Source: an optimization exercise on an open RTL-to-GDS flow (aim: small area, a short achievable clock period and few clock cycles). Production flows keep margins and buffers that such runs may drop.

==> inputs of run a <==
==> flow/design.v (excerpt) <==
module voxel_ray_traversal_unit (
    input  wire logic        clk,
    input  wire logic        rst_n,
    input  wire logic        start,
    output logic             busy,
    input  wire logic        voxel_size_we,
    input  wire logic [4:0]  voxel_size,
    input  wire logic [15:0] start_x,
    input  wire logic [15:0] start_y,
    input  wire logic [15:0] start_z,
    input  wire logic [15:0] end_x,
    input  wire logic [15:0] end_y,
    input  wire logic [15:0] end_z,
    output logic             voxel_valid,
    output logic [7:0]       voxel_x,
    output logic [7:0]       voxel_y,
    output logic [7:0]       voxel_z,
    output logic             last_voxel_flag,
    output logic             truncated
);
Settings: LEC_CHECK=0, CAP_MARGIN=20, CORE_MARGIN=2, CORE_UTILIZATION=40, SETUP_SLACK_MARGIN=4.7, SLEW_MARGIN=20; clock period 8.0 ns.
run.sh (not shown) runs the stock make flow with config.mk's settings and CLKGATE_MAP_FILE= SYNTH_SCRIPT=/design/flow/synth_recipe.tcl, a recipe that flattens the netlist after the stock synthesis.
==> inputs of run b, as changes to run a <==
--- a/flow/design.v
+++ b/flow/design.v
@@ -52,108 +52,102 @@
     output logic [7:0]       voxel_y,
     output logic [7:0]       voxel_z,
     output logic             last_voxel_flag,
     output logic             truncated
 );
-    function automatic logic [16:0] rstep(input logic [16:0] x, input logic [15:0] dx,
-                                          input logic cin);
+    function automatic logic [16:0] rstep(input logic [16:0] x, input logic [15:0] d1);
         logic [17:0] m;
-        m = {1'b0, x} + {2'b11, dx} + {17'd0, cin};
+        m = {1'b0, x} - {2'b00, d1};
         rstep = m[17] ? {1'b0, x[15:0]} : {1'b1, m[15:0]};
     endfunction
     function automatic logic [5:0] istep(input logic [4:0] r, input logic b,
                                          input logic [4:0] v);
         logic [6:0] m;
         m = {1'b0, r, b} - {2'b00, v};
         istep = m[6] ? {1'b0, r[3:0], b} : {1'b1, m[4:0]};
     endfunction
     logic [4:0]  v;             
-    logic        fe_idx, fe_rdy;
+    logic        fe_idx, fe_pend, fe_rdy;
     logic [2:0]  fcnt;
     logic [7:0]  ncur  [3];     
     logic [7:0]  nendv [3];     
-    logic [7:0]  nslo  [3];     
-    logic [15:0] ndx   [3];     
-    logic [2:0]  ndcin;
     logic [2:0]  nneg;
     logic [4:0]  ri_s  [3];
     logic [4:0]  ri_e  [3];
-    logic        be_div, be_emit;
-    logic [4:0]  bcnt;
-    logic [15:0] dx    [3];
-    logic [2:0]  dcin;
+    logic [15:0] nd    [3];     
+    logic [7:0]  nslo  [3];     
+    logic [15:0] d1    [3];     
     logic [15:0] rn    [3];
     logic [15:0] rs    [3];
     logic [7:0]  slo   [3];
     logic [2:0]  sat_n;
     logic [2:0]  sat_s;
+    logic        be_div, be_emit;
+    logic [4:0]  bcnt;
     logic [7:0]  cur   [3];
     logic [7:0]  endv  [3];
     logic [2:0]  neg;
     logic [31:0] tn    [3];
     logic [31:0] ts    [3];
     logic [2:0]  ovf;
     logic        valid_r, last_r, trunc_r, first;
     logic [5:0]  count;
     logic [15:0] s_in [3];
     logic [15:0] e_in [3];
-    logic        done, be_free, xfer, cap;
+    logic        fe_idle, done, be_free, be_divbusy, do_init, xfer, cap;
     assign s_in[0] = start_x;
     assign s_in[1] = start_y;
     assign s_in[2] = start_z;
     assign e_in[0] = end_x;
     assign e_in[1] = end_y;
     assign e_in[2] = end_z;
-    assign done    = valid_r && last_r;
-    assign be_free = !(be_div || be_emit) || done;
-    assign xfer    = fe_rdy && be_free;
-    assign busy    = fe_idx || fe_rdy;
-    assign cap     = !busy;       
-    logic [15:0] rn_nx  [3];
-    logic [15:0] rs_nx  [3];
-    logic        qn     [3];
-    logic        qs     [3];
+    assign fe_idle    = !(fe_idx || fe_pend || fe_rdy);
+    assign done       = valid_r && last_r;
+    assign be_free    = !(be_div || be_emit) || done;
+    assign be_divbusy = be_div && !done;
+    assign do_init    = fe_pend && !be_divbusy;
+    assign xfer       = (do_init || fe_rdy) && be_free;
+    assign busy       = !fe_idle;
+    assign cap        = !busy;    
+    logic [15:0] rn_nx [3];
+    logic [15:0] rs_nx [3];
+    logic        qn    [3];
+    logic        qs    [3];
     logic [4:0]  ris_nx [3];
     logic [4:0]  rie_nx [3];
-    logic        qis    [3];
-    logic        qie    [3];
+    logic        qis   [3];
+    logic        qie   [3];
     always_comb begin
         for (int a = 0; a < 3; a++) begin
             logic [16:0] st;
             logic [5:0]  is;
-            st = rstep({rn[a], slo[a][7]}, dx[a], dcin[a]);
-            qn[a]    = st[16];
+            st = rstep({rn[a], slo[a][7]}, d1[a]);
+            qn[a] = st[16];
             rn_nx[a] = st[15:0];
-            st = rstep({rs[a], 1'b0}, dx[a], dcin[a]);
-            qs[a]    = st[16];
+            st = rstep({rs[a], 1'b0}, d1[a]);
+            qs[a] = st[16];
             rs_nx[a] = st[15:0];
             is = istep(ri_s[a], ncur[a][7], v);
-            qis[a]    = is[5];
+            qis[a] = is[5];
             ris_nx[a] = is[4:0];
             is = istep(ri_e[a], nendv[a][7], v);
-            qie[a]    = is[5];
+            qie[a] = is[5];
             rie_nx[a] = is[4:0];
         end
     end
     logic [5:0]  hi  [3];
     logic [7:0]  lo  [3];
-    logic [2:0]  satn_c, sats_c;
     logic        n_at_end;
     always_comb begin
         for (int a = 0; a < 3; a++) begin
-            logic [16:0] sn, ss;
             if (nneg[a]) begin
                 hi[a] = {1'b0, v} + {1'b0, ri_s[a]};
                 lo[a] = nslo[a];
             end else begin
                 hi[a] = {1'b0, v} - {1'b0, ri_s[a]} - {5'd0, (nslo[a] != 8'd0)};
                 lo[a] = 8'd0 - nslo[a];
             end
-            sn = {11'd0, hi[a]} + {1'b1, ndx[a]} + {16'd0, ndcin[a]};
-            ss = {12'd0, v}     + {1'b1, ndx[a]} + {16'd0, ndcin[a]};
-            satn_c[a] = !sn[16];
-            sats_c[a] = !ss[16];
         end
         n_at_end = (ncur[0] == nendv[0]) && (ncur[1] == nendv[1]) && (ncur[2] == nendv[2]);
     end
     logic [2:0]  pre_ax;
     logic        pre;
@@ -190,10 +184,11 @@
                     (stepm[2] ? eqs[2] : eq[2]);
     end
     always_ff @(posedge clk or negedge rst_n) begin
         if (!rst_n) begin
             fe_idx  <= 1'b0;
+            fe_pend <= 1'b0;
             fe_rdy  <= 1'b0;
             fcnt    <= '0;
             be_div  <= 1'b0;
             be_emit <= 1'b0;
             bcnt    <= '0;
@@ -206,15 +201,18 @@
             if (!busy) begin
                 fe_idx <= start;
                 fcnt   <= '0;
             end else if (fe_idx) begin
                 if (fcnt == 3'd7) begin
-                    fe_idx <= 1'b0;
-                    fe_rdy <= 1'b1;
+                    fe_idx  <= 1'b0;
+                    fe_pend <= 1'b1;
                 end
+            end else if (do_init) begin
+                fe_pend <= 1'b0;
+                fe_rdy  <= !xfer;
             end else if (xfer) begin
-                fe_rdy <= 1'b0;
+                fe_rdy  <= 1'b0;
             end
             bcnt <= bcnt + 1'b1;
             if (xfer) begin
                 be_div  <= 1'b1;
                 be_emit <= 1'b0;
@@ -237,11 +235,11 @@
         if (cap) begin
             for (int a = 0; a < 3; a++) begin
                 ncur[a]  <= s_in[a][15:8];
                 nendv[a] <= e_in[a][15:8];
                 nslo[a]  <= s_in[a][7:0];
-                ndx[a]   <= e_in[a];
+                nd[a]    <= e_in[a];
                 ri_s[a]  <= '0;
                 ri_e[a]  <= '0;
             end
         end else if (fe_idx) begin
             for (int a = 0; a < 3; a++) begin
@@ -251,34 +249,42 @@
                 ri_e[a]  <= rie_nx[a];
             end
             if (fcnt == 3'd0) begin
                 for (int a = 0; a < 3; a++) begin
                     logic [16:0] x;
-                    logic        flat;
-                    x        = {1'b0, ndx[a]} + {1'b0, ~ncur[a], ~nslo[a]};
-                    flat     = !x[16] && (x[15:0] == 16'hFFFF);
-                    nneg[a]  <= !x[16] && !flat;
-                    ndx[a]   <= x[16] ? ~x[15:0] : x[15:0];
-                    ndcin[a] <= !x[16];
+                    x       = {1'b0, nd[a]} - {1'b0, ncur[a], nslo[a]};
+                    nneg[a] <= x[16];
+                    nd[a]   <= x[15:0];
                 end
+            end else if (fcnt == 3'd1) begin
+                for (int a = 0; a < 3; a++)
+                    if (nneg[a])
+                        nd[a] <= 16'd0 - nd[a];
             end
         end
-        for (int a = 0; a < 3; a++) begin
-            rn[a]  <= xfer ? {10'd0, hi[a]} : rn_nx[a];
-            rs[a]  <= xfer ? {11'd0, v}     : rs_nx[a];
-            slo[a] <= xfer ? lo[a]          : {slo[a][6:0], 1'b0};
+        if (do_init) begin
+            for (int a = 0; a < 3; a++) begin
+                d1[a]    <= nd[a];
+                rn[a]    <= {10'd0, hi[a]};
+                rs[a]    <= {11'd0, v};
+                slo[a]   <= lo[a];
+                sat_n[a] <= (nd[a][15:6] == 10'd0) && (nd[a][5:0] <= hi[a]);
+                sat_s[a] <= (nd[a][15:5] == 11'd0) && (nd[a][4:0] <= v);
+            end
+        end else if (be_div) begin
+            for (int a = 0; a < 3; a++) begin
+                rn[a]  <= rn_nx[a];
+                rs[a]  <= rs_nx[a];
+                slo[a] <= {slo[a][6:0], 1'b0};
+            end
         end
         if (xfer) begin
             for (int a = 0; a < 3; a++) begin
-                dx[a]   <= ndx[a];
                 cur[a]  <= ncur[a];
                 endv[a] <= nendv[a];
                 ovf[a]  <= 1'b0;
             end
-            dcin    <= ndcin;
-            sat_n   <= satn_c;
-            sat_s   <= sats_c;
             neg     <= nneg;
             last_r  <= n_at_end;
             trunc_r <= 1'b0;
             first   <= 1'b1;
             count   <= '0;
SETUP_SLACK_MARGIN = 4.6   (was 4.7)
==> run notes <==
| item | run b | run a |
|---|---|---|
| Outcome | finished clean | complete, but fails checks |
| Layout check failures | - | capacitance limit, slew limit |
| Fraction of synthesized cell area taken by the top area cell type | 0.324 | 0.308 |
| Pre-CTS worst setup slack | 3.62 ns | 3.71 ns |
| Fraction of cell area in non-clock buffers | 0.0586 | 0.0716 |
| Starting Density | 0.401 | 0.403 |
| FF-to-FF End | sat_n[2]$_DFFE_PP_ | ndx[1][14]$_DFFE_PP_ |
| End of the worst hold path | ts[2][13]$_DFFE_PP_ | slo[2][1]$_DFF_P_ |
| Core Region | 110000 sq um | 103000 sq um |
| Post-synth EDFFs | 478 | 427 |
| Area of combinational cells with multiple inputs | 26300 sq um | 25500 sq um |
| Number of sequential storage elements | 601 | 606 |
| Logic inverters | 296 | 259 |
| Crit path setup slack, layout | 4.50 ns | 4.54 ns |
| Met1 global-route usage | 0.292 | 0.290 |
| Destination of the critical timing path | sat_n[2]$_DFFE_PP_ | ndx[1][14]$_DFFE_PP_ |
| Crit path DAT | 3.90 ns | 3.82 ns |
| DRT iter0 DRCs | 2716 | 2304 |
| Per-cell routed wire length | 20.1 um | 19.7 um |
| Synth Instances | 4761 | 4356 |
| Library cell with the highest instance count after synthesis | edfxtp_1 | ha_1 |
| Synth Area in Adders | 0.141 | 0.148 |
| Diodes inserted | 1 | 0 |
| Reg area | 16900 sq um | 16500 sq um |
No run of this note included a check of the RTL's function; only the layout flow was run.

-- re-timing with driven ports --
No port has a modelled driver above. Below, the same layouts with a new extraction and two added sets of constraints. Step 1 sets driving cells, clkbuf_16 on the clock port and buf_2 on the other inputs (assumed; they add their load-dependent delay and slew). Step 2 adds t to the input delays and takes it off the output delays; t is the mean of the earliest and latest rising clock arrival at the registers after step 1. Input paths then give back, and output paths get back, about the clock's delay inside the block. Three values: no drivers, after step 1, after step 2; two values: the first two.
run	t, ns	setup slack, ns	latest minus earliest clock arrival (ns)
run a	0.704	4.535 / 4.535 / 4.535	0.039 / 0.039
run b	0.717	4.495 / 4.495 / 4.495	0.040 / 0.040
